This is an optimization exercise on Yosys and OpenROAD, whose aim is small area, not a production implementation.
Function was checked by simulation only, so behaviour that the tests miss may differ from the original.
No activity file was given, so power comes from the tool's default toggle rates.

## config.mk

```make
export PLATFORM = sky130hd
export DESIGN_NAME = ascon_ctrl
export DESIGN_NICKNAME = ascon_ctrl
export VERILOG_FILES = /design/flow/design.v
export SDC_FILE = /design/flow/constraint.sdc
export NUM_CORES = 4
export LEC_CHECK = 0
export ABC_AREA = 1
export CAP_MARGIN = 20
export CORE_AREA = 5 5 325 325
export DIE_AREA = 0 0 330 330
export SLEW_MARGIN = 20
```

## constraint.sdc

```tcl
create_clock -name core_clock -period 4.0 [get_ports {clk}]
set_input_delay 0.8000 -clock core_clock [delete_from_list [all_inputs] [get_ports {clk}]]
set_output_delay 0.8000 -clock core_clock [all_outputs]
set_load 0.01 [all_outputs]
```

## design.v

```verilog
package ascon_pkg;
  typedef enum logic [2:0] {
    ST_IDLE   = 3'd0,
    ST_LOAD   = 3'd1,
    ST_START  = 3'd2,
    ST_WAIT   = 3'd3,
    ST_GAP    = 3'd6,
    ST_UNLOAD = 3'd7,
    ST_RESP   = 3'd4
  } state_t;
  localparam logic MODE_ENC = 1'b0;
  localparam logic MODE_DEC = 1'b1;
  localparam int K_DEF = 128;
  localparam int A_L_DEF = 112;
  localparam int TEXT_L_DEF = 128;
  localparam int NONCE_L = 128;
  localparam int TAG_L = 128;
  function automatic int max4(input int a, input int b, input int c, input int d);
    int ab;
    int cd;
    ab = a > b ? a : b;
    cd = c > d ? c : d;
    max4 = ab > cd ? ab : cd;
  endfunction
endpackage
module ascon_sr_out #(
  parameter int W = 128
) (
  input  logic         clk,
  input  logic         ld_n,
  input  logic         sh_n,
  input  logic         top,
  input  logic [W-1:0] ld_val,
  output logic         s0
);
  logic [W-1:0] sr_q;
  always_ff @(posedge clk) begin
    for (int j = 0; j < W; j++)
      sr_q[j] <= ~((ld_n | ld_val[W-1-j]) & (sh_n | (j == W-1 ? top : sr_q[(j+1) % W])));
  end
  assign s0 = sr_q[0];
endmodule
module ascon_serdes #(
  parameter int W = 128
) (
  input  logic         clk,
  input  logic         ld,
  input  logic [W-1:0] ld_val,
  input  logic         hold_n,
  input  logic         sh_n,
  input  logic         si,
  output logic         so,
  output logic [W-1:0] q
);
  logic [W-1:0] sr_q, keep;
  always_comb begin
    for (int j = 0; j < W; j++)
      keep[j] = ~((hold_n | sr_q[j]) & (sh_n | (j == W-1 ? si : sr_q[(j+1) % W])));
  end
  always_ff @(posedge clk) begin
    for (int j = 0; j < W; j++)
      sr_q[j] <= ~((ld & ld_val[W-1-j]) | keep[j]);
  end
  assign so = sr_q[0];
  assign q = sr_q;
endmodule
module ascon_ctrl #(
  parameter int K = ascon_pkg::K_DEF,
  parameter int A_L = ascon_pkg::A_L_DEF,
  parameter int TEXT_L = ascon_pkg::TEXT_L_DEF,
  parameter int MAX = ascon_pkg::max4(K, A_L, TEXT_L, ascon_pkg::TAG_L),
  parameter int START_CYC = 5,
  parameter int GAP_CYC = 2,
  parameter int TIMEOUT = 4095
) (
  input  logic               clk,
  input  logic               rst,
  input  logic               req_valid,
  output logic               req_ready,
  input  logic               req_mode,
  input  logic [K-1:0]       req_key,
  input  logic [ascon_pkg::NONCE_L-1:0] req_nonce,
  input  logic [A_L-1:0]     req_ad,
  input  logic [TEXT_L-1:0]  req_text,
  input  logic [ascon_pkg::TAG_L-1:0]   req_tag,
  output logic               core_key_SI,
  output logic               core_nonce_SI,
  output logic               core_ad_SI,
  output logic               core_text_SI,
  output logic               core_tag_SI,
  output logic               core_enc_start,
  output logic               core_dec_start,
  input  logic               core_text_SO,
  input  logic               core_tag_SO,
  input  logic               core_enc_done,
  input  logic               core_dec_done,
  input  logic               core_auth,
  output logic               rsp_valid,
  input  logic               rsp_ready,
  output logic [TEXT_L-1:0]  rsp_text,
  output logic [ascon_pkg::TAG_L-1:0]   rsp_tag,
  output logic               rsp_auth,
  output logic               rsp_err,
  output logic               rsp_mode,
  output logic               busy
);
  localparam int CW = $clog2((MAX > TIMEOUT ? MAX : TIMEOUT) + 1);
  ascon_pkg::state_t state_q, state_d;
  logic [CW-1:0] cnt_q;
  logic mode_q, seen_q, auth_q, err_q, shift_q, busy_q;
  logic idle, load, start, waiting, gap, unload, resp, done_m, go_gap, timeout, clear;
  logic key_s0, nonce_s0, ad_s0, text_s0, tag_s0;
  assign idle = state_q == ascon_pkg::ST_IDLE;
  assign load = state_q == ascon_pkg::ST_LOAD;
  assign start = state_q == ascon_pkg::ST_START;
  assign waiting = state_q == ascon_pkg::ST_WAIT;
  assign gap = state_q == ascon_pkg::ST_GAP;
  assign unload = state_q == ascon_pkg::ST_UNLOAD;
  assign resp = state_q == ascon_pkg::ST_RESP;
  assign done_m = mode_q == ascon_pkg::MODE_DEC ? core_dec_done : core_enc_done;
  assign go_gap = seen_q || done_m;
  assign timeout = &cnt_q[CW-1:1];
  assign clear = idle || (start && cnt_q[2]) || (waiting && go_gap);
  always_comb begin
    state_d = state_q;
    case (state_q)
      ascon_pkg::ST_IDLE: if (req_valid) state_d = ascon_pkg::ST_LOAD;
      ascon_pkg::ST_LOAD: if (&cnt_q[6:0]) state_d = ascon_pkg::ST_START;
      ascon_pkg::ST_START: if (cnt_q[2]) state_d = ascon_pkg::ST_WAIT;
      ascon_pkg::ST_WAIT: if (go_gap) state_d = ascon_pkg::ST_GAP;
        else if (timeout) state_d = ascon_pkg::ST_RESP;
      ascon_pkg::ST_GAP: if (cnt_q[0]) state_d = ascon_pkg::ST_UNLOAD;
      ascon_pkg::ST_UNLOAD: if (cnt_q[7] && cnt_q[0]) state_d = ascon_pkg::ST_RESP;
      ascon_pkg::ST_RESP: if (rsp_ready) state_d = ascon_pkg::ST_IDLE;
      default: state_d = ascon_pkg::ST_IDLE;
    endcase
  end
  always_ff @(posedge clk or posedge rst) begin
    if (rst) begin
      state_q <= ascon_pkg::ST_IDLE;
      cnt_q <= '0;
      mode_q <= 1'b0;
      seen_q <= 1'b0;
      auth_q <= 1'b0;
      err_q <= 1'b0;
      shift_q <= 1'b0;
      busy_q <= 1'b0;
    end else begin
      state_q <= state_d;
      cnt_q <= clear ? '0 : cnt_q + 1'b1;
      if (idle) mode_q <= req_mode;
      seen_q <= !idle && (seen_q || (start && done_m));
      if (idle) auth_q <= 1'b0;
      else if ((start || waiting) && done_m) auth_q <= mode_q == ascon_pkg::MODE_DEC && core_auth;
      err_q <= !idle && (err_q || (waiting && !go_gap && timeout));
      shift_q <= state_d != ascon_pkg::ST_IDLE && state_d != ascon_pkg::ST_RESP;
      busy_q <= state_d != ascon_pkg::ST_IDLE;
    end
  end
  ascon_sr_out #(.W(K)) u_key (.clk(clk), .ld_n(busy_q), .sh_n(idle), .top(1'b1), .ld_val(req_key), .s0(key_s0));
  ascon_sr_out #(.W(ascon_pkg::NONCE_L)) u_nonce (.clk(clk), .ld_n(busy_q), .sh_n(idle), .top(1'b1), .ld_val(req_nonce), .s0(nonce_s0));
  ascon_sr_out #(.W(A_L)) u_ad (.clk(clk), .ld_n(busy_q), .sh_n(idle), .top(~cnt_q[0]), .ld_val(req_ad), .s0(ad_s0));
  ascon_serdes #(.W(TEXT_L)) u_text (
    .clk(clk), .ld(idle), .ld_val(req_text), .hold_n(!resp), .sh_n(!shift_q), .si(unload & core_text_SO),
    .so(text_s0), .q(rsp_text)
  );
  ascon_serdes #(.W(ascon_pkg::TAG_L)) u_tag (
    .clk(clk), .ld(idle), .ld_val(req_tag), .hold_n(!resp), .sh_n(!shift_q), .si(unload & core_tag_SO),
    .so(tag_s0), .q(rsp_tag)
  );
  assign core_key_SI = load & (key_s0 ^ ~cnt_q[0]);
  assign core_nonce_SI = load & (nonce_s0 ^ ~cnt_q[0]);
  assign core_ad_SI = load & (ad_s0 ^ ~cnt_q[0]);
  assign core_text_SI = load & ~text_s0;
  assign core_tag_SI = load & ~tag_s0;
  assign core_enc_start = start && mode_q == ascon_pkg::MODE_ENC;
  assign core_dec_start = start && mode_q == ascon_pkg::MODE_DEC;
  assign req_ready = !busy_q;
  assign busy = busy_q;
  assign rsp_valid = resp;
  assign rsp_auth = auth_q;
  assign rsp_err = err_q;
  assign rsp_mode = mode_q;
endmodule
```

## flow/run.sh

```bash
#!/bin/bash
# The standard layout (standard.sh) with three changes to how it is built:
#  - ports are buffered with the smallest buffer, sky130_fd_sc_hd__buf_1;
#  - the clock tree uses clkbuf_8 on clusters of up to 16 sinks, without dummy loads;
#  - synthesis may not pick the larger drive strengths of the lane gates (o22ai, a21oi), on
#    top of the platform's own don't-use list.
# make's full output goes to make_finish.log here; each ORFS step keeps its own log under orfs/logs.
set -euo pipefail
cd "$(dirname "$0")/.."
DONT_USE="sky130_fd_sc_hd__probe_p_8 sky130_fd_sc_hd__probec_p_8 sky130_fd_sc_hd__lpflow_bleeder_1 sky130_fd_sc_hd__lpflow_clkbufkapwr_1 sky130_fd_sc_hd__lpflow_clkbufkapwr_16 sky130_fd_sc_hd__lpflow_clkbufkapwr_2 sky130_fd_sc_hd__lpflow_clkbufkapwr_4 sky130_fd_sc_hd__lpflow_clkbufkapwr_8 sky130_fd_sc_hd__lpflow_clkinvkapwr_1 sky130_fd_sc_hd__lpflow_clkinvkapwr_16 sky130_fd_sc_hd__lpflow_clkinvkapwr_2 sky130_fd_sc_hd__lpflow_clkinvkapwr_4 sky130_fd_sc_hd__lpflow_clkinvkapwr_8 sky130_fd_sc_hd__lpflow_decapkapwr_12 sky130_fd_sc_hd__lpflow_decapkapwr_3 sky130_fd_sc_hd__lpflow_decapkapwr_4 sky130_fd_sc_hd__lpflow_decapkapwr_6 sky130_fd_sc_hd__lpflow_decapkapwr_8 sky130_fd_sc_hd__lpflow_inputiso0n_1 sky130_fd_sc_hd__lpflow_inputiso0p_1 sky130_fd_sc_hd__lpflow_inputiso1n_1 sky130_fd_sc_hd__lpflow_inputiso1p_1 sky130_fd_sc_hd__lpflow_inputisolatch_1 sky130_fd_sc_hd__lpflow_isobufsrc_1 sky130_fd_sc_hd__lpflow_isobufsrc_16 sky130_fd_sc_hd__lpflow_isobufsrc_2 sky130_fd_sc_hd__lpflow_isobufsrc_4 sky130_fd_sc_hd__lpflow_isobufsrc_8 sky130_fd_sc_hd__lpflow_isobufsrckapwr_16 sky130_fd_sc_hd__lpflow_lsbuf_lh_hl_isowell_tap_1 sky130_fd_sc_hd__lpflow_lsbuf_lh_hl_isowell_tap_2 sky130_fd_sc_hd__lpflow_lsbuf_lh_hl_isowell_tap_4 sky130_fd_sc_hd__lpflow_lsbuf_lh_isowell_4 sky130_fd_sc_hd__lpflow_lsbuf_lh_isowell_tap_1 sky130_fd_sc_hd__lpflow_lsbuf_lh_isowell_tap_2 sky130_fd_sc_hd__lpflow_lsbuf_lh_isowell_tap_4 sky130_fd_sc_hd__o22ai_2 sky130_fd_sc_hd__o22ai_4 sky130_fd_sc_hd__a21oi_2 sky130_fd_sc_hd__a21oi_4"
bash standard.sh \
  "DONT_USE_CELLS=$DONT_USE" \
  "BUFFER_PORTS_ARGS=-buffer_cell sky130_fd_sc_hd__buf_1" \
  "CTS_ARGS=-sink_clustering_enable -repair_clock_nets -dont_use_dummy_load -buf_list sky130_fd_sc_hd__clkbuf_8 -sink_clustering_size 18 -sink_clustering_max_diameter 70" \
  finish > make_finish.log 2>&1
```

## standard.sh

```bash
#!/bin/bash
# synth_recipe.tcl (not shown) runs the flow's synth.tcl, then flattens the netlist and writes it again
# the make line also repeats each setting of config.mk as NAME=value (left out here)
make -C /OpenROAD-flow-scripts/flow DESIGN_CONFIG=/design/flow/config.mk WORK_HOME=/design/flow/orfs CLKGATE_MAP_FILE= SYNTH_SCRIPT=/design/flow/synth_recipe.tcl "${@:-finish}"
```

==> results of run 1 <==
-- state kept, by name, summed over array words and instances (netlist names), 3 cells and up --
signal / count
u_key.sr_q: 128
u_nonce.sr_q: 128
u_tag.sr_q: 128
u_text.sr_q: 128
u_ad.sr_q: 112
cnt_q: 12
state_q: 3
-- cell usage after synthesis (all sizes together) --
master	instances
nand3	15
inv	28
xnor2	2
dfrtp	21
a211oi	2
nor2	42
clkbuf	68
ha	1
buf	103
a31oi	1
a21oi	261
o21ai	3
o22ai	620
nor3	5
xor2	6
nor3b	2
dfxtp	624
nand2	29
nand4	1
-- cells in the final DEF, fill, tap and decap left out, drive strengths merged --
cell type / count
nor3b: 2
inv: 28
dfxtp: 624
xor2: 6
nand4: 1
nand2: 29
a21oi: 261
a31oi: 1
o21ai: 3
diode: 7
a211oi: 2
ha: 1
o22ai: 620
dfrtp: 21
buf: 936
clkbuf: 49
nor3: 5
xnor2: 2
nor2: 42
nand3: 15
-- metal layers --
metal  GRT usage [%]  vias to the layer above  routed length (µm)  part of all wire (%)
li1                -                     8534                   -                     -
met2            23.9                      750               40600                    48
met4            6.87                       18                4350                   5.2
met1            15.5                     8699               31100                    37
met3            4.83                      138                7570                   9.0
met5               0                        -                 120                  0.14
-- stage by stage --
step	util [%]	instance area (µm²)	hold slack [ns]
CTS	24.5	25000	0.147
finish	24.6	25000	0.251
detailed placement	23.9	24300	0.404
global placement	23.9	24300	0.401
global route	24.5	25000	0.177
floorplan	-	19800	0.399
-- area by class of cell --
type / count / share of cell area [%]
Sequential cell: 645 / 52.1
Multi-Input combinational cell: 990 / 22.8
Timing Repair Buffer: 936 / 14.9
Tap cell: 1368 / 6.85
Clock buffer: 49 / 2.70
Inverter: 28 / 0.511
Antenna cell: 7 / 0.0701
-- worst max-delay path, delay by kind of cell (launching register included) --
| family | cells | cell delay (ns) |
|---|---|---|
| buf+inv | 3 | 0.74 |
| simple gates | 2 | 0.52 |
| flops | 1 | 0.49 |
-- path summary, 6_finish.rpt --
| path | from | endpoint | slack [ns] | cells after the start |
|---|---|---|---|---|
| worst max-delay path | state_q[0] | core_key_SI | 0.76 | 5 |
| worst min-delay path | req_text[85] | u_text.sr_q[42] | 0.25 | 2 |
| worst max register to register | state_q[1] | u_tag.sr_q[2] | 1.65 | 5 |
| worst min register to register | u_key.sr_q[69] | u_key.sr_q[68] | 0.34 | 1 |
| max in group asynchronous | rst | busy_q | 3.08 | 2 |
| min in group asynchronous | rst | seen_q | 0.27 | 2 |
-- kinds of logic (layout without fill, tap and decap cells) --
group                    count (synthesis)  count (layout)  share of synthesized area [%]
AO/OA/AOI/OAI                          887             887                           26.4
flip-flops                             645             645                           65.8
buffers and inverters                  199            1013                           5.38
AND/OR/NAND/NOR                         94              94                           2.01
XOR/XNOR                                 8               8                          0.354
adder cells (fa/ha/maj)                  1               1                         0.0632
other                                    0               7                              0
-- power by group through the flow --
stage / Combinational (µW) / Clock, µW / Sequential [µW]
final: 433 / 3160 / 6530
after global routing: 472 / 3520 / 6540
after CTS: 440 / 3310 / 6530
after detailed placement: 436 / 0 / 6680
after global placement: 432 / 0 / 6680
after floorplan: 61.1 / 0 / 6680
==> results.sh, run 1 <==
export IMPL_vias_per_cell=4.51
export IMPL_via_count=18139
export IMPL_ys_warn_count=4
export IMPL_path_cells="inv_1 > nor3_1 > inv_1 > nor2_1 > buf_1"
export IMPL_wl_mm=83.8
export IMPL_final_min_clock_period_ns=3.24
export IMPL_dieHeight_um=330
export IMPL_io_buffers=902
export IMPL_maxCapViolations=0
export IMPL_internal_power_uw=7770
export IMPL_status="finished clean"
export IMPL_final_cells=4023
export IMPL_setup_slack_ns=0.758
export IMPL_row_count=117
export IMPL_routedWlPerCell_um=20.8
export IMPL_tns_ns=0
export IMPL_regArea_um2=13000
export IMPL_cts_sinks=645
export IMPL_netlist_area_leader_share_pct=63.1
export IMPL_grt_setup_unrepaired="false"
export IMPL_cts_buffer_depth=3
export IMPL_synthTopCellsByArea="dfxtp_1 (63%), o22ai_1 (20%), a21oi_1 (6.6%)"
export IMPL_synth_fp_nets=2469
export IMPL_gp_congestion=0.916
export IMPL_ant_nets=0
export IMPL_synth_area_per_cell_um2=10.8
export IMPL_dieArea_um2=109000
export IMPL_slew_limit_headroom_pct=34.8
export IMPL_hold_buffers=0
export IMPL_crit_path_top_delay_cell="dfrtp_1"
export IMPL_drtIter0Drc=1148
export IMPL_post_cts_buffers=0
export IMPL_clockRootBuffer="clkbuf_8"
export IMPL_synth_area_leader_cell="dfxtp_1"
export IMPL_ys_types=25
export IMPL_fp_dieW_um=330
export IMPL_cts_buffers_inserted=49
export IMPL_finalHoldViolations=0
export IMPL_layout_drive_gt1_share_pct=3.44
export IMPL_drv_slew=0
export IMPL_area_growth_syn_to_layout_pct=26.3
export IMPL_skew_ns=0.0921
export IMPL_max_freq_ghz=0.308
export IMPL_post_place_cells=3967
export IMPL_grt_pass1_vias=17354
export IMPL_critPathKind="reg -> out"
export IMPL_critPathLaunchType="flop"
export IMPL_synth_seq_cells=645
export IMPL_fin_nets=3285
export IMPL_p_sw_share_pct=23.3
export IMPL_clk_pin_slew_ns=0.12
export IMPL_synthCells=1834
export IMPL_p_per_area_nw_per_um2=405
export IMPL_hold_path_class="in -> reg"
export IMPL_hpwl_mm=64.6
export IMPL_place_ws_ns=1.39
export IMPL_seq_area_frac_synth_pct=65.8
export IMPL_report_final_setup_viol=0
export IMPL_antenna_found_initial=19
export IMPL_worst_setup_path_end_kind="output pin"
export IMPL_slowest_delay_ns=0.49
export IMPL_multi_input_area_um2=5700
export IMPL_power_switching_uw=2360
export IMPL_critPathMaxFanout=7
export IMPL_fill_cells=11172
export IMPL_cts_resized_gates=0
export IMPL_vdd_drop_max_mv=0.342
export IMPL_cpMostUsedCell="inv_1"
export IMPL_finalPower_uw=10100
export IMPL_p_comb_share_pct=4.3
export IMPL_cp_required_ns=3.20
export IMPL_syn_area_um2=19800
export IMPL_worst_ep_arrival_time_ns=2.44
export IMPL_floorplan_initialDensity_pct=19.4
export IMPL_pwr_share_clk_pct=31.2
export IMPL_firstDrtPassIters=5
export IMPL_io_pins=903
export IMPL_drc=0
export IMPL_htreeDepth=2
export IMPL_grt_pass1_wl_mm=115
export IMPL_grt_use_total_pct=14.0
export IMPL_seq_power_share_pct=64.5
export IMPL_total_leakage_power_uw=0.00850
export IMPL_period_share_pct=81.1
export IMPL_clkLatencyLatePin_ns=0.69
export IMPL_grt_ovfl_total=0
export IMPL_tightest_slew_ns=0.977
export IMPL_cts_tree="built"
export IMPL_coreArea_um2=102000
export IMPL_grt_max_degree=138
==> run 2, diff against run 1 <==
--- a/flow/run.sh
+++ b/flow/run.sh
@@ -11,5 +11,5 @@
 bash standard.sh \
   "DONT_USE_CELLS=$DONT_USE" \
   "BUFFER_PORTS_ARGS=-buffer_cell sky130_fd_sc_hd__buf_1" \
-  "CTS_ARGS=-sink_clustering_enable -repair_clock_nets -dont_use_dummy_load -buf_list sky130_fd_sc_hd__clkbuf_8 -sink_clustering_size 18 -sink_clustering_max_diameter 70" \
+  "CTS_ARGS=-sink_clustering_enable -repair_clock_nets -dont_use_dummy_load -buf_list sky130_fd_sc_hd__clkbuf_8 -sink_clustering_size 16 -sink_clustering_max_diameter 80" \
   finish > make_finish.log 2>&1
==> run 2 against run 1 <==
Against the previous run: utilization hardly changed; register-to-register slack gained 0.08 ns; highest routed layer unchanged; worst setup slack improved by 0.0048 ns; non-clock buffer count unchanged; first-iteration DRC count grew 9.2%; still clean; critical path depth fell by 1; flip-flop and latch count is the same; synthesized cell count stayed put; via count shrank 0.31%; die area unchanged; clock power hardly changed.
==> results.sh, run 2 <==
export IMPL_ant_nets=0
export IMPL_via_count=18082
export IMPL_tns_ns=0
export IMPL_status="finished clean"
export IMPL_area_growth_syn_to_layout_pct=26.4
export IMPL_synth_edf_count=0
export IMPL_synth_seq_cells=645
export IMPL_hold_buffers=0
export IMPL_crit_start="state_q[1]"
export IMPL_fp_dieW_um=330
export IMPL_coreArea_um2=102000
export IMPL_final_min_clock_period_ns=3.24
export IMPL_synth_fp_nets=2469
export IMPL_rrSetupSlack_ns=1.73
export IMPL_cp_required_ns=3.20
export IMPL_grt_ovfl_total=0
export IMPL_ys_warn_count=4
export IMPL_critPathKind="reg -> out"
export IMPL_clockRootBuffer="clkbuf_8"
export IMPL_cts_buffer_depth=3
export IMPL_skew_ns=0.110
export IMPL_wl_mm=83.8
export IMPL_vdd_drop_max_mv=0.276
export IMPL_clkLatencyLatePin_ns=0.71
export IMPL_ys_async_sr_fraction_pct=3.26
export IMPL_yosysMostFrequentCell="dfxtp_1"
export IMPL_hpwl_mm=64.6
export IMPL_cts_resized_gates=0
export IMPL_hold_depth=2
export IMPL_p_comb_share_pct=4.3
export IMPL_hold_path_class="in -> reg"
export IMPL_total_leakage_power_uw=0.00850
export IMPL_worst_hold_slack_ns=0.244
export IMPL_timing_rr_start="state_q[1]"
export IMPL_htreeDepth=2
export IMPL_p_per_area_nw_per_um2=406
export IMPL_grt_use_total_pct=14.0
export IMPL_grt_pass1_vias=17295
export IMPL_finalHoldViolations=0
export IMPL_io_buffers=902
export IMPL_grt_max_degree=138
export IMPL_clk_pin_slew_ns=0.12
export IMPL_fill_cells=11174
export IMPL_final_common_cell="buf_1"
export IMPL_cts_sinks=645
export IMPL_row_count=117
export IMPL_dieArea_um2=109000
export IMPL_synthTopCellsByArea="dfxtp_1 (63%), o22ai_1 (20%), a21oi_1 (6.6%)"
export IMPL_worst_ep_arrival_time_ns=2.44
export IMPL_dieHeight_um=330
export IMPL_synth_common_cells="dfxtp_1 (624), o22ai_1 (620), a21oi_1 (261), clkbuf_1 (68), buf_2 (55)"
export IMPL_synth_main_ff_cell="dfxtp_1"
export IMPL_synth_area_per_cell_um2=10.8
export IMPL_synth_area_leader_cell="dfxtp_1"
export IMPL_synthCells=1834
export IMPL_layout_drive_gt1_share_pct=3.47
export IMPL_grt_pass1_wl_mm=115
export IMPL_firstDrtPassIters=5
export IMPL_netlist_area_leader_share_pct=63.1
export IMPL_antenna_found_initial=20
export IMPL_worstRegToRegCells=5
export IMPL_vias_per_cell=4.49
export IMPL_layout_common_cells="buf_1 (902), dfxtp_1 (624), o22ai_1 (620)"
export IMPL_seq_power_share_pct=64.3
export IMPL_min_from="req_tag[33]"
export IMPL_cts_tree="built"
export IMPL_max_freq_ghz=0.309
export IMPL_critPathLaunchType="flop"
export IMPL_internal_power_uw=7790
export IMPL_power_switching_uw=2370
export IMPL_report_final_setup_viol=0
export IMPL_fin_nets=3286
export IMPL_grt_setup_unrepaired="false"
export IMPL_tightest_slew_ns=0.981
export IMPL_ys_types=25
export IMPL_syn_area_um2=19800
export IMPL_worst_setup_path_end_kind="output pin"
export IMPL_drtIter0Drc=1254
export IMPL_io_pins=903
export IMPL_period_share_pct=80.9
export IMPL_drc=0
export IMPL_pwr_share_clk_pct=31.5
export IMPL_gp_congestion=0.916
export IMPL_critPathMaxFanout=9
export IMPL_seq_area_frac_synth_pct=65.8
export IMPL_post_cts_buffers=0
export IMPL_p_sw_share_pct=23.3
export IMPL_slew_limit_headroom_pct=34.6
export IMPL_routedWlPerCell_um=20.8
export IMPL_floorplan_initialDensity_pct=19.4
export IMPL_maxCapViolations=0
export IMPL_cts_buffers_inserted=50
export IMPL_drv_slew=0
==> run 2: power groups by stage <==
| stage | logic (µW) | clock network [µW] | registers (µW) |
|---|---|---|---|
| final | 432 | 3190 | 6530 |
| after detailed placement | 436 | 0 | 6680 |
| after CTS | 440 | 3360 | 6530 |
| after global placement | 432 | 0 | 6680 |
| after global routing | 472 | 3580 | 6540 |
| after floorplan | 61.1 | 0 | 6680 |
==> run 2: per-layer routing <==
layer  vias to the layer above  global-route usage [%]  part of all wire, %
li1                       8523                       -                    -
met1                      8658                    15.6                   37
met2                       746                    24.2                   49
met3                       135                    5.00                  9.2
met4                        20                    6.26                  4.9
met5                         -                       0                 0.16
==> run 2: kinds of logic after synthesis <==
| group | synth area share, % |
|---|---|
| DFF | 65.8 |
| buffers and inverters | 5.38 |
| xor gates and xnor gates | 0.354 |
| and+or+nand+nor | 2.01 |
| AOI/OAI and AO/OA | 26.4 |
| adders and majority gates | 0.0632 |
==> run 2: path summary, 6_finish.rpt <==
check / endpoint
hold reg to reg: u_ad.sr_q[35]
setup reg to reg: u_tag.sr_q[27]
setup / recovery: core_key_SI
hold / removal: u_tag.sr_q[94]
min in group asynchronous: cnt_q[9]
max in group asynchronous: busy_q
==> run 2: cell type report <==
class / count / area (µm²) / area share (%)
Timing Repair Buffer: 936 / 3730 / 14.9
Sequential cell: 645 / 13000 / 52.1
Inverter: 28 / 128 / 0.511
Antenna cell: 7 / 17.5 / 0.0701
Multi-Input combinational cell: 990 / 5700 / 22.8
Tap cell: 1368 / 1710 / 6.85
Clock buffer: 50 / 688 / 2.75
==> run 2: through the flow <==
stage / utilization, % / area, µm² / setup slack, ns / cells / power, µW
after floorplan: - / 19800 / 2.12 / 1834 / 6740
after global placement: 23.9 / 24300 / 1.37 / 3967 / 7110
after detailed placement: 23.9 / 24300 / 1.39 / 3967 / 7110
after CTS: 24.6 / 25000 / 0.552 / 4017 / 10300
after global routing: 24.6 / 25000 / 0.528 / 4019 / 10600
final: 24.6 / 25000 / 0.762 / 4024 / 10200
==> run 2: worst max-delay path: stages, from the launching register on <==
cell and delay [ns]:
dfrtp_1 0.49, nor3_1 0.35, inv_1 0.41, nor2_1 0.25, buf_1 0.24
==> run 3, diff against run 2 <==
--- a/design.v
+++ b/design.v
@@ -138,24 +138,21 @@
   always_ff @(posedge clk or posedge rst) begin
     if (rst) begin
       state_q <= ascon_pkg::ST_IDLE;
-      cnt_q <= '0;
-      mode_q <= 1'b0;
-      seen_q <= 1'b0;
-      auth_q <= 1'b0;
-      err_q <= 1'b0;
       shift_q <= 1'b0;
       busy_q <= 1'b0;
     end else begin
       state_q <= state_d;
-      cnt_q <= clear ? '0 : cnt_q + 1'b1;
-      if (idle) mode_q <= req_mode;
-      seen_q <= !idle && (seen_q || (start && done_m));
-      if (idle) auth_q <= 1'b0;
-      else if ((start || waiting) && done_m) auth_q <= mode_q == ascon_pkg::MODE_DEC && core_auth;
-      err_q <= !idle && (err_q || (waiting && !go_gap && timeout));
       shift_q <= state_d != ascon_pkg::ST_IDLE && state_d != ascon_pkg::ST_RESP;
       busy_q <= state_d != ascon_pkg::ST_IDLE;
     end
+  end
+  always_ff @(posedge clk) begin
+    cnt_q <= clear ? '0 : cnt_q + 1'b1;
+    if (idle) mode_q <= req_mode;
+    seen_q <= !idle && (seen_q || (start && done_m));
+    if (idle) auth_q <= 1'b0;
+    else if ((start || waiting) && done_m) auth_q <= mode_q == ascon_pkg::MODE_DEC && core_auth;
+    err_q <= !idle && (err_q || (waiting && !go_gap && timeout));
   end
   ascon_sr_out #(.W(K)) u_key (.clk(clk), .ld_n(busy_q), .sh_n(idle), .top(1'b1), .ld_val(req_key), .s0(key_s0));
   ascon_sr_out #(.W(ascon_pkg::NONCE_L)) u_nonce (.clk(clk), .ld_n(busy_q), .sh_n(idle), .top(1'b1), .ld_val(req_nonce), .s0(nonce_s0));
--- a/config.mk
+++ b/config.mk
@@ -9,4 +9,5 @@
 export CAP_MARGIN = 20
 export CORE_AREA = 5 5 325 325
 export DIE_AREA = 0 0 330 330
+export PLACE_DENSITY = 0.75
 export SLEW_MARGIN = 20
==> run 3 against run 2 <==
Against the previous run: cell count rose by 0.20%; critical path type unchanged; flip-flop and latch count did not move; sequential share of layout area fell by 0.11 points; critical path depth fell by 1; non-clock buffer count rose by 2; still clean; routed wire length rose by 1.9%.
==> results.sh, run 3 <==
export IMPL_synth_seq_cells=645
export IMPL_row_count=117
export IMPL_finalPower_uw=17400
export IMPL_critPathKind="reg -> out"
export IMPL_final_common_cell="buf_1"
export IMPL_crit_start="state_q[2]"
export IMPL_placed_area_um2=24200
export IMPL_ys_async_sr_fraction_pct=0.775
export IMPL_crit_end="rsp_valid"
export IMPL_cp_required_ns=3.20
export IMPL_syn_area_um2=19700
export IMPL_synthCells=1837
export IMPL_grt_max_degree=165
export IMPL_maxCapViolations=0
export IMPL_tightest_slew_ns=0.971
export IMPL_tns_ns=0
export IMPL_netlist_area_leader_share_pct=64.9
export IMPL_final_cells=4032
export IMPL_synth_edf_count=1
export IMPL_firstDrtPassIters=7
export IMPL_hold_path_class="in -> async"
export IMPL_antenna_found_initial=27
export IMPL_synth_common_cells="dfxtp_1 (639), o22ai_1 (620), a21oi_1 (265), clkbuf_1 (70), buf_2 (63)"
export IMPL_synth_fp_nets=2472
export IMPL_place_ws_ns=1.70
export IMPL_post_place_cells=3974
export IMPL_setup_slack_ns=1.16
export IMPL_io_pins=903
export IMPL_grt_pass1_wl_mm=115
export IMPL_status="finished clean"
export IMPL_fin_area_um2=24900
export IMPL_synthTopCellsByArea="dfxtp_1 (65%), o22ai_1 (20%), a21oi_1 (6.7%)"
export IMPL_dieArea_um2=109000
export IMPL_gp_congestion=0.919
export IMPL_grt_use_total_pct=14.3
export IMPL_skew_ns=0.0830
export IMPL_clk_pin_slew_ns=0.11
export IMPL_fill_cells=10991
export IMPL_cts_resized_gates=0
export IMPL_slew_limit_headroom_pct=35.3
export IMPL_synth_main_ff_cell="dfxtp_1"
export IMPL_io_buffers=902
export IMPL_ys_types=25
export IMPL_synth_area_leader_cell="dfxtp_1"
export IMPL_ys_warn_count=4
export IMPL_floorplan_initialDensity_pct=19.4
export IMPL_vias_per_cell=4.58
export IMPL_critPathLaunchType="flop"
export IMPL_fp_dieW_um=330
export IMPL_p_per_area_nw_per_um2=699
export IMPL_htreeDepth=2
export IMPL_post_cts_buffers=0
export IMPL_dieHeight_um=330
export IMPL_hpwl_mm=66.9
export IMPL_timing_rr_start="state_q[2]"
export IMPL_wl_mm=85.3
export IMPL_hold_buffers=0
export IMPL_drtIter0Drc=1285
export IMPL_area_growth_syn_to_layout_pct=26.4
export IMPL_via_count=18474
export IMPL_yosysMostFrequentCell="dfxtp_1"
export IMPL_max_freq_ghz=0.353
export IMPL_worst_setup_path_end_kind="output pin"
export IMPL_total_leakage_power_uw=0.00865
export IMPL_grt_setup_unrepaired="false"
export IMPL_period_share_pct=70.9
export IMPL_clkLatencyLatePin_ns=0.69
export IMPL_cts_sinks=645
export IMPL_report_final_setup_viol=0
export IMPL_cts_buffers_inserted=48
export IMPL_drc=0
export IMPL_worst_ep_arrival_time_ns=2.04
export IMPL_worstRegToRegCells=5
export IMPL_seq_area_frac_synth_pct=65.7
export IMPL_cts_tree="built"
export IMPL_clockRootBuffer="clkbuf_8"
export IMPL_rrSetupSlack_ns=1.80
export IMPL_coreArea_um2=102000
export IMPL_ant_nets=0
export IMPL_layout_drive_gt1_share_pct=3.47
export IMPL_rr_endpoint="u_ad.sr_q[51]"
export IMPL_grt_ovfl_total=0
export IMPL_synth_area_per_cell_um2=10.7
export IMPL_final_min_clock_period_ns=2.84
export IMPL_grt_pass1_vias=17308
export IMPL_fin_nets=3291
export IMPL_layout_common_cells="buf_1 (902), dfxtp_1 (639), o22ai_1 (620)"
export IMPL_drv_slew=0
export IMPL_critPathMaxFanout=7
export IMPL_cts_buffer_depth=3
export IMPL_routedWlPerCell_um=21.2
export IMPL_finalHoldViolations=0
export IMPL_vdd_drop_max_mv=0.322
-- run 3: stage by stage --
| stage | hold WS (ns) | utilization [%] |
|---|---|---|
| 2_1_floorplan | 0.399 | - |
| 3_3_place_gp | 0.399 | 23.8 |
| 3_5_place_dp | 0.404 | 23.8 |
| 4_1_cts | 0.0305 | 24.5 |
| 5_1_grt | 0.0687 | 24.5 |
| 6_report | 0.0823 | 24.5 |
-- run 3: cell families (layout without fill, tap and decap cells) --
kind of cell	count (synthesis)	count (layout)	share of synthesized area [%]
compound gates	890	890	26.6
flops	645	645	65.7
buf+inv	204	1021	5.47
simple gates	91	91	1.92
xor+xnor	6	6	0.267
fa+ha+maj	1	1	0.0635
other cells	0	10	0
-- run 3: cell type report --
class                      instances  area (µm²)  area share [%]
tap                             1368        1710            6.87
antenna                           10        25.0           0.100
multi-input combinational        988        5680            22.8
sequential                       645       13000            52.0
clock buffer                      48         661            2.65
timing repair buffer             938        3730            15.0
inverter                          35         154           0.618
-- run 3: worst min path at each step --
| stage | from | slack [ns] | end | depth (start not counted) |
|---|---|---|---|---|
| after global placement | u_ad.sr_q[72] | 0.40 | u_ad.sr_q[71] | 1 |
| after detailed placement | u_nonce.sr_q[106] | 0.40 | u_nonce.sr_q[105] | 1 |
| after CTS | rst | 0.03 | state_q[2] | 2 |
| final | rst | 0.08 | state_q[2] | 2 |
| after floorplan | u_ad.sr_q[101] | 0.40 | u_ad.sr_q[100] | 1 |
| after global routing | rst | 0.07 | state_q[2] | 2 |
-- run 3: routing by layer --
layer | GRT usage, % | up-vias | routed length (µm)
met5 | 0 | - | 122
met4 | 5.30 | 18 | 3170
met3 | 4.96 | 162 | 7740
met2 | 24.8 | 917 | 42100
met1 | 16.2 | 8835 | 32200
li1 | - | 8542 | -
-- run 3: critical path: stages (launching register included) --
cell     delay [ns]
dfrtp_1        0.48
inv_2          0.09
nor3_2         0.33
buf_1          0.48
-- run 3: power by group --
part | internal (µW) | total [µW] | switching, µW
registers | 8740 | 10200 | 1470
clock network | 1080 | 3080 | 2000
logic | 1720 | 4140 | 2410
==> run 4, diff against run 3 <==
--- a/config.mk
+++ b/config.mk
@@ -7,7 +7,6 @@
 export LEC_CHECK = 0
 export ABC_AREA = 1
 export CAP_MARGIN = 20
-export CORE_AREA = 5 5 325 325
-export DIE_AREA = 0 0 330 330
-export PLACE_DENSITY = 0.75
+export CORE_AREA = 5 5 265 265
+export DIE_AREA = 0 0 270 270
 export SLEW_MARGIN = 20
==> run 4 against run 3 <==
Against the previous run: combinational power is essentially flat; count of clock-buffer cells in the layout shrank 1; still clean; clock power about the same; critical endpoint is now core_text_SI; flip-flop and latch count unchanged; non-clock buffer count down 13; largest cell class unchanged; worst hold slack got worse by 0.0079 ns; first-iteration DRC count decreased by 0.62%; total power fell by 0.79%; routed wire length decreased by 6.7%; cell area down 2.9%.
==> results.sh, run 4 <==
export IMPL_slowest_delay_ns=0.46
export IMPL_power_switching_uw=5780
export IMPL_worst_setup_path_end_kind="output pin"
export IMPL_io_pins=903
export IMPL_syn_area_um2=19700
export IMPL_synth_main_ff_cell="dfxtp_1"
export IMPL_io_buffers=902
export IMPL_fill_cells=6952
export IMPL_layout_drive_gt1_share_pct=2.95
export IMPL_grt_ovfl_total=0
export IMPL_critPathMaxFanout=7
export IMPL_drc=0
export IMPL_synth_seq_cells=645
export IMPL_cp_required_ns=3.20
export IMPL_coreArea_um2=67200
export IMPL_synth_edf_count=1
export IMPL_synth_common_cells="dfxtp_1 (639), o22ai_1 (620), a21oi_1 (265), clkbuf_1 (70), buf_2 (63)"
export IMPL_max_freq_ghz=0.321
export IMPL_vias_per_cell=5.12
export IMPL_post_cts_buffers=0
export IMPL_hpwl_mm=60.5
export IMPL_via_count=18008
export IMPL_grt_use_total_pct=20.1
export IMPL_firstDrtPassIters=5
export IMPL_finalPower_uw=17300
export IMPL_critPathLaunchType="flop"
export IMPL_grt_setup_unrepaired="false"
export IMPL_cts_sinks=645
export IMPL_seq_area_frac_synth_pct=65.7
export IMPL_synthTopCellsByArea="dfxtp_1 (65%), o22ai_1 (20%), a21oi_1 (6.7%)"
export IMPL_p_per_area_nw_per_um2=715
export IMPL_gp_congestion=0.930
export IMPL_finalHoldViolations=0
export IMPL_netlist_area_leader_share_pct=64.9
export IMPL_drv_slew=0
export IMPL_grt_pass1_wl_mm=113
export IMPL_dieHeight_um=270
export IMPL_report_final_setup_viol=0
export IMPL_internal_power_uw=11500
export IMPL_fin_nets=3277
export IMPL_htreeDepth=2
export IMPL_crit_path_top_delay_cell="dfrtp_1"
export IMPL_hold_buffers=0
export IMPL_ys_types=25
export IMPL_drtIter0Drc=1277
export IMPL_clockRootBuffer="clkbuf_8"
export IMPL_critical_path_top_delay_family="simple AND/OR/NAND/NOR gates"
export IMPL_clkLatencyLatePin_ns=0.68
export IMPL_p_comb_share_pct=23.9
export IMPL_status="finished clean"
export IMPL_regArea_um2=13000
export IMPL_skew_ns=0.105
export IMPL_cts_tree="built"
export IMPL_slew_limit_headroom_pct=36.1
export IMPL_wl_mm=79.6
export IMPL_yosysMostFrequentCell="dfxtp_1"
export IMPL_row_count=95
export IMPL_floorplan_initialDensity_pct=29.3
export IMPL_ys_warn_count=4
export IMPL_tightest_slew_ns=0.958
export IMPL_pwr_share_clk_pct=17.7
export IMPL_cts_resized_gates=0
export IMPL_grt_pass1_vias=17188
export IMPL_synth_area_leader_cell="dfxtp_1"
export IMPL_cts_buffer_depth=3
export IMPL_fp_dieW_um=270
export IMPL_area_growth_syn_to_layout_pct=22.7
export IMPL_routedWlPerCell_um=22.6
export IMPL_tns_ns=0
export IMPL_worst_ep_arrival_time_ns=2.32
export IMPL_cts_buffers_inserted=47
export IMPL_maxCapViolations=0
export IMPL_placed_area_um2=23500
export IMPL_fin_area_um2=24200
export IMPL_ys_async_sr_fraction_pct=0.775
export IMPL_seq_power_share_pct=58.4
export IMPL_grt_max_degree=222
export IMPL_path_cells="inv_1 > nand2_1 > nor2_1 > inv_1 > nor2_1 > buf_1"
export IMPL_synth_area_per_cell_um2=10.7
export IMPL_vdd_drop_max_mv=0.390
export IMPL_hold_path_class="in -> async"
export IMPL_period_share_pct=78.0
export IMPL_total_leakage_power_uw=0.00857
export IMPL_multi_input_area_um2=5680
export IMPL_final_min_clock_period_ns=3.12
export IMPL_synth_fp_nets=2472
export IMPL_p_sw_share_pct=33.4
export IMPL_ant_nets=0
export IMPL_crit_buf_inv=3
export IMPL_antenna_found_initial=12
export IMPL_final_common_cell="buf_1"
export IMPL_dieArea_um2=72900
export IMPL_clk_pin_slew_ns=0.10
export IMPL_critPathKind="reg -> out"
export IMPL_layout_common_cells="buf_1 (902), dfxtp_1 (639), o22ai_1 (620)"
export IMPL_synthCells=1837
run 4: cell types whose count changed in the layout (fill, tap and decap cells not counted), sizes merged:
cell	change
diode	-4
clkbuf	-1
buf	-13
run 4: cell families (layout without fill, tap and decap cells):
kind of cell	after synthesis	count (layout)	share of synthesized area, %
compound gates	890	890	26.6
flops	645	645	65.7
buf+inv	204	1007	5.47
simple gates	91	91	1.92
xor+xnor	6	6	0.267
fa+ha+maj	1	1	0.0635
other cells	0	6	0
run 4: power by group through the flow:
stage | clock network (µW) | registers (µW) | logic, µW
2_1_floorplan | 0 | 10200 | 2010
3_3_place_gp | 0 | 10200 | 4030
3_5_place_dp | 0 | 10200 | 4110
4_1_cts | 3160 | 10100 | 4120
5_1_grt | 3410 | 10300 | 4510
6_report | 3060 | 10100 | 4130
run 4: worst paths after layout:
path | slack, ns | from | depth (start not counted) | to
max | 0.88 | state_q[1] | 6 | core_text_SI
min | 0.07 | rst | 2 | shift_q
max reg2reg | 1.44 | state_q[2] | 6 | u_tag.sr_q[101]
min reg2reg | 0.37 | u_key.sr_q[116] | 1 | u_key.sr_q[115]
max in group asynchronous | 3.62 | rst | 2 | busy_q
min in group core_clock | 0.26 | req_key[0] | 2 | u_key.sr_q[127]
run 4: worst reg2reg max path, cell delays in order (launching register included):
cell	delay, ns
dfrtp_1	0.46
inv_2	0.12
nor3_2	0.08
inv_8	0.49
buf_4	0.91
o22ai_1	0.20
a21oi_1	0.16
run 4: area by class of cell:
type                            count  share of cell area [%]
Antenna cell                        6                  0.0621
Clock buffer                       47                    2.67
Inverter                           35                   0.636
Multi-Input combinational cell    988                    23.5
Sequential cell                   645                    53.5
Tap cell                          873                    4.52
Timing Repair Buffer              925                    15.1
run 4: per-layer routing:
layer  GRT usage (%)  part of all wire [%]
met5               0                 0.077
met4            6.22                   3.1
met3            9.51                    11
met2            33.1                    47
met1            23.4                    38
run 4: per-stage QoR:
stage               setup WS (ns)  instances  util [%]  hold WS (ns)
floorplan                    2.19       1837         -         0.399
global placement             1.58       3466      35.0         0.399
detailed placement           1.60       3466      35.0         0.404
CTS                         0.804       3513      36.0        0.0126
global route                0.754       3518      36.0        0.0438
finish                      0.880       3519      36.0        0.0745
==> run 5, diff against run 4 <==
--- a/config.mk
+++ b/config.mk
@@ -7,6 +7,6 @@
 export LEC_CHECK = 0
 export ABC_AREA = 1
 export CAP_MARGIN = 20
-export CORE_AREA = 5 5 265 265
-export DIE_AREA = 0 0 270 270
+export CORE_AREA = 5 5 210 210
+export DIE_AREA = 0 0 215 215
 export SLEW_MARGIN = 20
==> run 5 against run 4 <==
Against the previous run: the flow now stops in I/O pin placement (3_2_place_iop); synthesized area stayed put; synthesized cell count stayed put.
==> results.sh, run 5 <==
export IMPL_dieHeight_um=215
export IMPL_synthTopCellsByArea="dfxtp_1 (65%), o22ai_1 (20%), a21oi_1 (6.7%)"
export IMPL_synth_common_cells="dfxtp_1 (639), o22ai_1 (620), a21oi_1 (265), clkbuf_1 (70), buf_2 (63)"
export IMPL_synth_main_ff_cell="dfxtp_1"
export IMPL_haltStage="I/O pin placement (3_2_place_iop)"
export IMPL_ys_types=25
export IMPL_synthCells=1837
export IMPL_fp_dieW_um=215
export IMPL_synth_edf_count=1
export IMPL_row_count=75
export IMPL_firstError="[ERROR PPL-0024] Number of IO pins (903) exceeds maximum number of available positions (772). Increase the die perimeter from 860.00um to 1228.08um."
export IMPL_synth_fp_nets=2472
export IMPL_floorplan_initialDensity_pct=47.2
export IMPL_status="did not finish"
export IMPL_seq_area_frac_synth_pct=65.7
export IMPL_netlist_area_leader_share_pct=64.9
export IMPL_synth_seq_cells=645
export IMPL_synth_area_leader_cell="dfxtp_1"
export IMPL_synth_area_per_cell_um2=10.7
export IMPL_syn_area_um2=19700
export IMPL_ys_warn_count=4
export IMPL_ys_async_sr_fraction_pct=0.775
export IMPL_yosysMostFrequentCell="dfxtp_1"
==> run 5: cell families after synthesis <==
kind of cell    count (synthesis)  share of synthesized area, %
compound gates                890                          26.6
fa+ha+maj                       1                        0.0635
flops                         645                          65.7
xor+xnor                        6                         0.267
simple gates                   91                          1.92
buf+inv                       204                          5.47
==> run 6, diff against run 5 <==
--- a/config.mk
+++ b/config.mk
@@ -7,6 +7,6 @@
 export LEC_CHECK = 0
 export ABC_AREA = 1
 export CAP_MARGIN = 20
-export CORE_AREA = 5 5 210 210
-export DIE_AREA = 0 0 215 215
+export CORE_AREA = 5 5 235 235
+export DIE_AREA = 0 0 240 240
 export SLEW_MARGIN = 20
==> run 6 against run 5 <==
Against the previous run: the run again fails in I/O pin placement (3_2_place_iop); synthesized cell count did not move; synthesized area did not move.
==> results.sh, run 6 <==
export IMPL_fp_dieW_um=240
export IMPL_synth_main_ff_cell="dfxtp_1"
export IMPL_synthCells=1837
export IMPL_synth_edf_count=1
export IMPL_status="did not finish"
export IMPL_seq_area_frac_synth_pct=65.7
export IMPL_row_count=84
export IMPL_firstError="[ERROR PPL-0024] Number of IO pins (903) exceeds maximum number of available positions (864). Increase the die perimeter from 960.00um to 1228.08um."
export IMPL_ys_types=25
export IMPL_synth_fp_nets=2472
export IMPL_synth_seq_cells=645
export IMPL_ys_warn_count=4
export IMPL_synth_area_leader_cell="dfxtp_1"
export IMPL_floorplan_initialDensity_pct=37.6
export IMPL_netlist_area_leader_share_pct=64.9
export IMPL_synth_area_per_cell_um2=10.7
export IMPL_synthTopCellsByArea="dfxtp_1 (65%), o22ai_1 (20%), a21oi_1 (6.7%)"
export IMPL_ys_async_sr_fraction_pct=0.775
export IMPL_syn_area_um2=19700
export IMPL_dieHeight_um=240
export IMPL_synth_common_cells="dfxtp_1 (639), o22ai_1 (620), a21oi_1 (265), clkbuf_1 (70), buf_2 (63)"
export IMPL_yosysMostFrequentCell="dfxtp_1"
export IMPL_haltStage="I/O pin placement (3_2_place_iop)"
run 6: cell families after synthesis:
logic type,after synthesis,synth area share [%]
AO/OA/AOI/OAI,890,26.6
XOR/XNOR,6,0.267
adder cells (fa/ha/maj),1,0.0635
buffers and inverters,204,5.47
flip-flops,645,65.7
AND/OR/NAND/NOR,91,1.92
==> run 7, diff against run 6 <==
--- a/config.mk
+++ b/config.mk
@@ -7,6 +7,6 @@
 export LEC_CHECK = 0
 export ABC_AREA = 1
 export CAP_MARGIN = 20
-export CORE_AREA = 5 5 235 235
-export DIE_AREA = 0 0 240 240
+export CORE_AREA = 5 5 251 251
+export DIE_AREA = 0 0 256 256
 export SLEW_MARGIN = 20
==> run 7 against run 6 <==
Against the previous run: synthesized area unchanged; now clean on timing, DRC and antenna; synthesized cell count stayed put.
==> results.sh, run 7 <==
export IMPL_status="finished clean"
export IMPL_period_share_pct=76.6
export IMPL_dieHeight_um=256
export IMPL_via_count=18695
export IMPL_syn_area_um2=19700
export IMPL_fin_area_um2=24100
export IMPL_crit_buf_inv=3
export IMPL_ys_types=25
export IMPL_worst_hold_slack_ns=0.282
export IMPL_htreeDepth=2
export IMPL_vdd_drop_max_mv=0.372
export IMPL_maxCapViolations=0
export IMPL_timing_rr_start="state_q[2]"
export IMPL_wl_mm=87.6
export IMPL_gp_congestion=1.00
export IMPL_floorplan_initialDensity_pct=32.8
export IMPL_setup_slack_ns=0.936
export IMPL_yosysMostFrequentCell="dfxtp_1"
export IMPL_ys_async_sr_fraction_pct=0.775
export IMPL_vias_per_cell=5.43
export IMPL_io_pins=903
export IMPL_path_cells="inv_1 > nand2_1 > nor2_1 > inv_1 > nor2_1 > buf_1"
export IMPL_seq_area_frac_synth_pct=65.7
export IMPL_worstRegToRegCells=6
export IMPL_final_min_clock_period_ns=3.06
export IMPL_drtIter0Drc=1943
export IMPL_synthTopCellsByArea="dfxtp_1 (65%), o22ai_1 (20%), a21oi_1 (6.7%)"
export IMPL_layout_drive_gt1_share_pct=2.77
export IMPL_met3_length_mm=8.69
export IMPL_layout_common_cells="buf_1 (902), dfxtp_1 (639), o22ai_1 (620)"
export IMPL_drv_slew=0
export IMPL_final_common_cell="buf_1"
export IMPL_routedWlPerCell_um=25.4
export IMPL_clk_pin_slew_ns=0.10
export IMPL_cts_resized_gates=0
export IMPL_slowest_delay_ns=0.46
export IMPL_cts_buffer_depth=3
export IMPL_dieArea_um2=65500
export IMPL_synth_common_cells="dfxtp_1 (639), o22ai_1 (620), a21oi_1 (265), clkbuf_1 (70), buf_2 (63)"
export IMPL_synth_area_leader_cell="dfxtp_1"
export IMPL_grt_setup_unrepaired="false"
export IMPL_report_final_setup_viol=0
export IMPL_drc=0
export IMPL_cts_tree="built"
export IMPL_synth_main_ff_cell="dfxtp_1"
export IMPL_min_from="req_key[0]"
export IMPL_io_buffers=902
export IMPL_ys_warn_count=4
export IMPL_coreArea_um2=60100
export IMPL_slew_limit_headroom_pct=44.3
export IMPL_ant_nets=0
export IMPL_grt_ovfl_total=0
export IMPL_place_ws_ns=1.60
export IMPL_max_freq_ghz=0.326
export IMPL_critPathMaxFanout=7
export IMPL_netlist_area_leader_share_pct=64.9
export IMPL_tightest_slew_ns=0.835
export IMPL_hold_buffers=1
export IMPL_synth_seq_cells=645
export IMPL_row_count=90
export IMPL_synth_fp_nets=2472
export IMPL_area_growth_syn_to_layout_pct=22.3
export IMPL_post_place_cells=3367
export IMPL_fp_dieW_um=256
export IMPL_rr_endpoint="u_tag.sr_q[88]"
export IMPL_cts_sinks=645
export IMPL_synthCells=1837
export IMPL_grt_use_total_pct=24.7
export IMPL_clkLatencyLatePin_ns=0.63
export IMPL_worst_setup_path_end_kind="output pin"
export IMPL_skew_ns=0.0670
export IMPL_crit_path_top_delay_cell="dfrtp_1"
export IMPL_firstDrtPassIters=6
export IMPL_p_per_area_nw_per_um2=729
export IMPL_rrSetupSlack_ns=1.48
export IMPL_grt_pass1_vias=18006
export IMPL_hold_path_class="in -> reg"
export IMPL_hold_depth=2
export IMPL_wl_met1_mm=33.9
export IMPL_highest_layer="met5"
export IMPL_clockRootBuffer="clkbuf_8"
export IMPL_worst_ep_arrival_time_ns=2.26
export IMPL_finalHoldViolations=0
export IMPL_total_leakage_power_uw=0.00855
export IMPL_wl_met2_mm=41.1
export IMPL_tns_ns=0
export IMPL_synth_edf_count=1
export IMPL_critPathLaunchType="flop"
export IMPL_cp_required_ns=3.20
export IMPL_antenna_found_initial=27
export IMPL_fin_nets=3273
export IMPL_grt_max_degree=174
export IMPL_final_cells=3441
export IMPL_post_cts_buffers=0
export IMPL_critical_path_top_delay_family="buffers and inverters"
export IMPL_grt_pass1_wl_mm=122
export IMPL_placed_area_um2=23300
export IMPL_critPathKind="reg -> out"
export IMPL_cts_buffers_inserted=50
export IMPL_hpwl_mm=67.7
export IMPL_synth_area_per_cell_um2=10.7
export IMPL_holdPathEnd="u_key.sr_q[127]"
-- run 7: layout make-up --
cell class                 count  area (µm²)
antenna                       23        57.6
tap                          782         978
sequential                   645       13000
timing repair buffer         918        3580
clock buffer                  50         688
multi-input combinational    988        5680
fill                        6151       36000
inverter                      35         154
-- run 7: cell families (layout without fill, tap and decap cells) --
group / count (synthesis) / in the layout / synth area share, %
AOI/OAI and AO/OA: 890 / 890 / 26.6
DFF: 645 / 645 / 65.7
buffers and inverters: 204 / 1003 / 5.47
and+or+nand+nor: 91 / 91 / 1.92
xor gates and xnor gates: 6 / 6 / 0.267
adders and majority gates: 1 / 1 / 0.0635
other: 0 / 23 / 0
-- run 7: worst max path at each step --
stage / startpoint / end / depth (start not counted)
after global routing: state_q[1] / core_text_SI / 6
final: state_q[1] / core_text_SI / 6
after detailed placement: state_q[1] / core_text_SI / 6
after CTS: state_q[1] / core_text_SI / 6
after global placement: state_q[1] / core_text_SI / 6
after floorplan: busy_q / req_ready / 3
-- run 7: report_power, final --
| group | internal [µW] | switching, µW |
|---|---|---|
| sequential | 8740 | 1400 |
| clock | 1120 | 2010 |
| combinational | 1700 | 2590 |
| total | 11600 | 6010 |
-- run 7: routing by layer --
layer / up-vias / GRT usage, %
li1: 8527 / -
met1: 9052 / 29.4
met2: 920 / 40.3
met3: 184 / 9.35
met4: 12 / 10.5
met5: - / 0
-- run 7: through the flow --
step | total power [µW] | utilization, %
2_1_floorplan | 12200 | -
3_3_place_gp | 14400 | 38.8
3_5_place_dp | 14500 | 38.8
4_1_cts | 17700 | 40.0
5_1_grt | 18500 | 40.0
6_report | 17600 | 40.1
==> run 8, diff against run 7 <==
--- a/config.mk
+++ b/config.mk
@@ -7,6 +7,6 @@
 export LEC_CHECK = 0
 export ABC_AREA = 1
 export CAP_MARGIN = 20
-export CORE_AREA = 5 5 251 251
-export DIE_AREA = 0 0 256 256
+export CORE_AREA = 5 5 325 325
+export DIE_AREA = 0 0 330 330
 export SLEW_MARGIN = 20
==> run 8 against run 7 <==
Against the previous run: routed wire length fell by 5.4%; fmax is 4.5% higher; count of clock-buffer cells in the layout grew 1; sequential share of layout area is 1.7 points lower; still clean on timing, DRC and antenna.
==> results.sh, run 8 <==
export IMPL_cts_buffers_inserted=51
export IMPL_place_ws_ns=1.69
export IMPL_drtIter0Drc=1328
export IMPL_wl_mm=82.9
export IMPL_row_count=117
export IMPL_synthCells=1837
export IMPL_drv_slew=0
export IMPL_status="finished clean"
export IMPL_seq_area_frac_synth_pct=65.7
export IMPL_synth_main_ff_cell="dfxtp_1"
export IMPL_final_min_clock_period_ns=2.93
export IMPL_worst_setup_path_end_kind="output pin"
export IMPL_skew_ns=0.102
export IMPL_dieArea_um2=109000
export IMPL_ys_types=25
export IMPL_maxCapViolations=0
export IMPL_worst_ep_arrival_time_ns=2.13
export IMPL_dieHeight_um=330
export IMPL_rr_endpoint="u_tag.sr_q[13]"
export IMPL_routedWlPerCell_um=20.6
export IMPL_timing_rr_start="state_q[2]"
export IMPL_via_count=18080
export IMPL_hold_depth=2
export IMPL_vias_per_cell=4.50
export IMPL_p_per_area_nw_per_um2=701
export IMPL_hpwl_mm=62.7
export IMPL_post_cts_buffers=0
export IMPL_synth_common_cells="dfxtp_1 (639), o22ai_1 (620), a21oi_1 (265), clkbuf_1 (70), buf_2 (63)"
export IMPL_synthTopCellsByArea="dfxtp_1 (65%), o22ai_1 (20%), a21oi_1 (6.7%)"
export IMPL_critPathKind="reg -> out"
export IMPL_grt_pass1_vias=17361
export IMPL_netlist_area_leader_share_pct=64.9
export IMPL_clk_pin_slew_ns=0.10
export IMPL_synth_fp_nets=2472
export IMPL_fin_nets=3285
export IMPL_slew_limit_headroom_pct=26.1
export IMPL_antenna_found_initial=17
export IMPL_synth_edf_count=1
export IMPL_fill_cells=11190
export IMPL_rrSetupSlack_ns=1.61
export IMPL_cp_required_ns=3.20
export IMPL_tns_ns=0
export IMPL_grt_setup_unrepaired="false"
export IMPL_clkLatencyLatePin_ns=0.71
export IMPL_yosysMostFrequentCell="dfxtp_1"
export IMPL_total_leakage_power_uw=0.00863
export IMPL_gp_congestion=0.919
export IMPL_drc=0
export IMPL_grt_pass1_wl_mm=113
export IMPL_report_final_setup_viol=0
export IMPL_setup_slack_ns=1.07
export IMPL_cts_sinks=645
export IMPL_vdd_drop_max_mv=0.409
export IMPL_final_common_cell="buf_1"
export IMPL_grt_ovfl_total=0
export IMPL_finalHoldViolations=0
export IMPL_grt_use_total_pct=13.9
export IMPL_critPathMaxFanout=7
export IMPL_firstDrtPassIters=6
export IMPL_period_share_pct=73.3
export IMPL_ys_async_sr_fraction_pct=0.775
export IMPL_min_from="req_key[0]"
export IMPL_syn_area_um2=19700
export IMPL_layout_common_cells="buf_1 (902), dfxtp_1 (639), o22ai_1 (620)"
export IMPL_htreeDepth=2
export IMPL_ant_nets=0
export IMPL_holdPathEnd="u_key.sr_q[127]"
export IMPL_cts_tree="built"
export IMPL_tightest_slew_ns=1.11
export IMPL_layout_drive_gt1_share_pct=3.21
export IMPL_synth_area_per_cell_um2=10.7
export IMPL_ys_warn_count=4
export IMPL_io_pins=903
export IMPL_worstRegToRegCells=6
export IMPL_critPathLaunchType="flop"
export IMPL_fp_dieW_um=330
export IMPL_synth_area_leader_cell="dfxtp_1"
export IMPL_max_freq_ghz=0.341
export IMPL_cts_buffer_depth=3
export IMPL_clockRootBuffer="clkbuf_8"
export IMPL_area_growth_syn_to_layout_pct=26.4
export IMPL_io_buffers=902
export IMPL_grt_max_degree=157
export IMPL_synth_seq_cells=645
export IMPL_hold_path_class="in -> reg"
export IMPL_coreArea_um2=102000
export IMPL_floorplan_initialDensity_pct=19.4
## run 8: critical path, cell delays in order (launching register included)
cell	delay, ns
dfrtp_1	0.44
inv_1	0.11
nand2_1	0.07
nor2_1	0.13
inv_1	0.29
nor2_1	0.23
buf_1	0.17
## run 8: stage by stage
stage                     hold slack [ns]  utilization (%)  area [µm²]  power [µW]  std cells
after floorplan                     0.399                -       19700       12200       1837
after global placement              0.400             23.8       24200       14300       3964
after detailed placement            0.405             23.8       24200       14300       3964
after CTS                           0.112             24.5       24900       17700       4016
after global routing                0.146             24.5       24900       18400       4018
final                               0.248             24.5       24900       17400       4021
## run 8: worst max path at each step
stage,cells past startpoint,slack (ns),end,from
after floorplan,3,2.19,req_ready,busy_q
after global placement,6,1.74,core_text_SI,state_q[1]
after detailed placement,6,1.69,core_text_SI,state_q[1]
after CTS,6,0.87,core_text_SI,state_q[1]
after global routing,6,0.79,core_text_SI,state_q[1]
final,6,1.07,core_text_SI,state_q[1]
## run 8: cell families after synthesis
logic type                 after synthesis  share of synthesized area, %
DFF                                    645                          65.7
and+or+nand+nor                         91                          1.92
xor gates and xnor gates                 6                         0.267
buffers and inverters                  204                          5.47
adders and majority gates                1                        0.0635
AOI/OAI and AO/OA                      890                          26.6
## run 8: repair_timing
action                                 4_1_cts  5_1_grt
gates resized for setup                      0        0
endpoints found under the hold margin        4        0
hold buffers                                 1        0
## run 8: layer usage
metal	share of wire, %	wire (µm)	global-route usage, %	vias up
li1	-	-	-	8525
met1	38	31900	16.1	8616
met2	47	38700	22.6	760
met3	9.6	7920	4.93	161
met4	5.2	4270	6.92	18
met5	0.13	104	0	-
## run 8: power breakdown
part / switching [µW] / internal [µW]
registers: 1440 / 8740
clock network: 2090 / 1140
logic: 2330 / 1710
## run 8: area by class of cell
type | instances | area [µm²] | area share (%)
inverter | 35 | 154 | 0.618
multi-input combinational | 988 | 5680 | 22.8
tap | 1368 | 1710 | 6.87
antenna | 5 | 12.5 | 0.0502
timing repair buffer | 929 | 3690 | 14.8
clock buffer | 51 | 702 | 2.82
sequential | 645 | 13000 | 52.0
==> run 9, diff against run 8 <==
--- a/config.mk
+++ b/config.mk
@@ -6,7 +6,7 @@
 export NUM_CORES = 4
 export LEC_CHECK = 0
 export ABC_AREA = 1
-export CAP_MARGIN = 20
-export CORE_AREA = 5 5 325 325
-export DIE_AREA = 0 0 330 330
-export SLEW_MARGIN = 20
+export CAP_MARGIN = 0
+export CORE_AREA = 5 5 255 255
+export DIE_AREA = 0 0 260 260
+export SLEW_MARGIN = 0
==> run 9 against run 8 <==
Against the previous run: still clean on timing, DRC and antenna; clock skew is 0.033 ns lower; fmax down 5.8%; total power grew 0.60%; largest cell class unchanged; largest power group unchanged.
==> results.sh, run 9 <==
export IMPL_floorplan_initialDensity_pct=31.9
export IMPL_synth_main_ff_cell="dfxtp_1"
export IMPL_via_count=18819
export IMPL_grt_pass1_wl_mm=120
export IMPL_period_share_pct=77.8
export IMPL_synth_area_per_cell_um2=10.7
export IMPL_yosysMostFrequentCell="dfxtp_1"
export IMPL_hpwl_mm=66.3
export IMPL_cts_resized_gates=0
export IMPL_cts_buffer_depth=3
export IMPL_drv_slew=0
export IMPL_layout_common_cells="buf_1 (902), dfxtp_1 (639), o22ai_1 (620)"
export IMPL_slowest_delay_ns=0.45
export IMPL_cts_sinks=645
export IMPL_skew_ns=0.0690
export IMPL_vdd_drop_max_mv=0.367
export IMPL_crit_path_top_delay_cell="dfrtp_1"
export IMPL_dieArea_um2=67600
export IMPL_grt_use_total_pct=23.4
export IMPL_fin_nets=3277
export IMPL_final_min_clock_period_ns=3.11
export IMPL_seq_area_frac_synth_pct=65.7
export IMPL_post_cts_buffers=0
export IMPL_final_common_cell="buf_1"
export IMPL_total_leakage_power_uw=0.00857
export IMPL_drtIter0Drc=1897
export IMPL_fin_util_pct=39.1
export IMPL_fp_dieW_um=260
export IMPL_htreeDepth=2
export IMPL_cts_buffers_inserted=50
export IMPL_worst_ep_arrival_time_ns=2.31
export IMPL_max_freq_ghz=0.321
export IMPL_cp_required_ns=3.20
export IMPL_clk_pin_slew_ns=0.09
export IMPL_grt_ovfl_total=0
export IMPL_report_final_setup_viol=0
export IMPL_clockRootBuffer="clkbuf_8"
export IMPL_io_buffers=902
export IMPL_critPathMaxFanout=7
export IMPL_antenna_found_initial=21
export IMPL_synthTopCellsByArea="dfxtp_1 (65%), o22ai_1 (20%), a21oi_1 (6.7%)"
export IMPL_ys_warn_count=4
export IMPL_place_ws_ns=1.45
export IMPL_synth_area_leader_cell="dfxtp_1"
export IMPL_synthCells=1837
export IMPL_fill_cells=6391
export IMPL_maxCapViolations=0
export IMPL_ys_async_sr_fraction_pct=0.775
export IMPL_grt_setup_unrepaired="false"
export IMPL_tns_ns=0
export IMPL_io_pins=903
export IMPL_ant_nets=0
export IMPL_regArea_um2=13000
export IMPL_grt_pass1_vias=18159
export IMPL_slew_limit_headroom_pct=20.3
export IMPL_row_count=91
export IMPL_critPathLaunchType="flop"
export IMPL_multi_input_area_um2=5680
export IMPL_critPathKind="reg -> out"
export IMPL_synth_common_cells="dfxtp_1 (639), o22ai_1 (620), a21oi_1 (265), clkbuf_1 (70), buf_2 (63)"
export IMPL_hold_depth=2
export IMPL_p_per_area_nw_per_um2=727
export IMPL_routedWlPerCell_um=24.7
export IMPL_worstRegToRegCells=6
export IMPL_status="finished clean"
export IMPL_area_growth_syn_to_layout_pct=22.6
export IMPL_clkLatencyLatePin_ns=0.62
export IMPL_worst_hold_slack_ns=0.291
export IMPL_cts_tree="built"
export IMPL_tightest_slew_ns=1.20
export IMPL_ys_types=25
export IMPL_hold_path_class="in -> reg"
export IMPL_worst_setup_path_end_kind="output pin"
export IMPL_vias_per_cell=5.39
export IMPL_path_cells="inv_1 > nand2_1 > nor2_1 > inv_1 > nor2_1 > buf_1"
export IMPL_coreArea_um2=61800
export IMPL_grt_max_degree=229
export IMPL_drc=0
export IMPL_finalHoldViolations=0
export IMPL_netlist_area_leader_share_pct=64.9
export IMPL_firstDrtPassIters=5
export IMPL_layout_drive_gt1_share_pct=2.92
export IMPL_synth_seq_cells=645
export IMPL_setup_slack_ns=0.888
export IMPL_dieHeight_um=260
export IMPL_wl_mm=86.2
export IMPL_syn_area_um2=19700
export IMPL_gp_congestion=1.03
export IMPL_synth_fp_nets=2472
export IMPL_synth_edf_count=1
## run 9: final timing paths
kind                                   start                 to  slack (ns)
min in group asynchronous                rst             busy_q        0.68
hold reg to reg            u_nonce.sr_q[120]  u_nonce.sr_q[119]        0.34
setup / recovery                  state_q[1]       core_text_SI        0.89
hold / removal                    req_key[0]    u_key.sr_q[127]        0.29
max in group asynchronous                rst             busy_q        3.13
setup reg to reg                  state_q[2]   u_text.sr_q[120]        1.52
## run 9: layer usage
layer,share of wire (%),global-route usage (%),vias up
met5,0.12,0,-
met4,4.2,9.09,16
met3,11,8.83,211
met2,45,36.6,1043
met1,39,29.4,9013
li1,-,-,8536
## run 9: worst max-delay path, delay by kind of cell, from the launching register on
kind                   cells  cell delay [ns]
DFF                        1             0.45
and+or+nand+nor            3             0.59
buffers and inverters      3             0.66
## run 9: area by class of cell
type	count	area share (%)
diodes	17	0.176
flip-flops and latches	645	53.6
clock buffers	50	2.85
repair buffers	922	14.9
inverters	35	0.627
well taps	837	4.33
multi-input cells	988	23.5
## run 9: cell families (layout without fill, tap and decap cells)
kind of cell / Yosys count / in the layout / share of synthesized area [%]
XOR/XNOR: 6 / 6 / 0.267
buffers and inverters: 204 / 1007 / 5.47
flip-flops: 645 / 645 / 65.7
AND/OR/NAND/NOR: 91 / 91 / 1.92
adder cells (fa/ha/maj): 1 / 1 / 0.0635
AO/OA/AOI/OAI: 890 / 890 / 26.6
other: 0 / 17 / 0
## run 9: where the power goes
group	total (µW)	internal [µW]	switching, µW
combinational	4270	1700	2570
clock	3150	1120	2030
sequential	10100	8740	1400
total	17600	11600	5990
## run 9: timing repair
action / 4_1_cts / 5_1_grt
hold buffers: 1 / 0
endpoints found under the setup margin: 0 / 0
hold endpoints to repair: 5 / 0
## run 9: through the flow
step,instances,cell area (µm²),total power (µW)
floorplan,1837,19700,12200
global placement,3426,23400,14300
detailed placement,3426,23400,14400
CTS,3477,24100,17600
global route,3482,24100,18400
finish,3494,24200,17600

[afterwards: timing with drivers on the ports]
The results above use ideal ports. As a check the final layouts listed here were re-extracted and re-timed, cells and wires unchanged. Step 1: set_driving_cell puts a clkbuf_16 on clk and a buf_2 on each other input, an assumption about the parent block. Step 2 moves the port delays by t, midway between the first and last clock arrival at a register: inputs arrive t later, outputs are due t later. That takes back most of the time a late clock gives input paths. a / b / c = ideal ports / drivers / drivers and shift; a / b = the first two.
run	t (ns)	slack for setup (ns)	clock arrival spread, ns	cell pins on the clock port's net
run 1	0.701	0.758 / 0.706 / 1.407	0.096 / 0.097	1
run 2	0.707	0.762 / 0.712 / 1.418	0.112 / 0.111	1
run 3	0.703	1.164 / 1.107 / 1.654	0.083 / 0.083	1
run 4	0.684	0.880 / 0.821 / 1.442	0.105 / 0.106	1
run 7	0.661	0.936 / 0.883 / 1.480	0.094 / 0.095	1
run 8	0.713	1.067 / 1.014 / 1.614	0.103 / 0.103	1
run 9	0.652	0.888 / 0.834 / 1.486	0.128 / 0.128	1
After both steps every run listed still meets setup and hold.
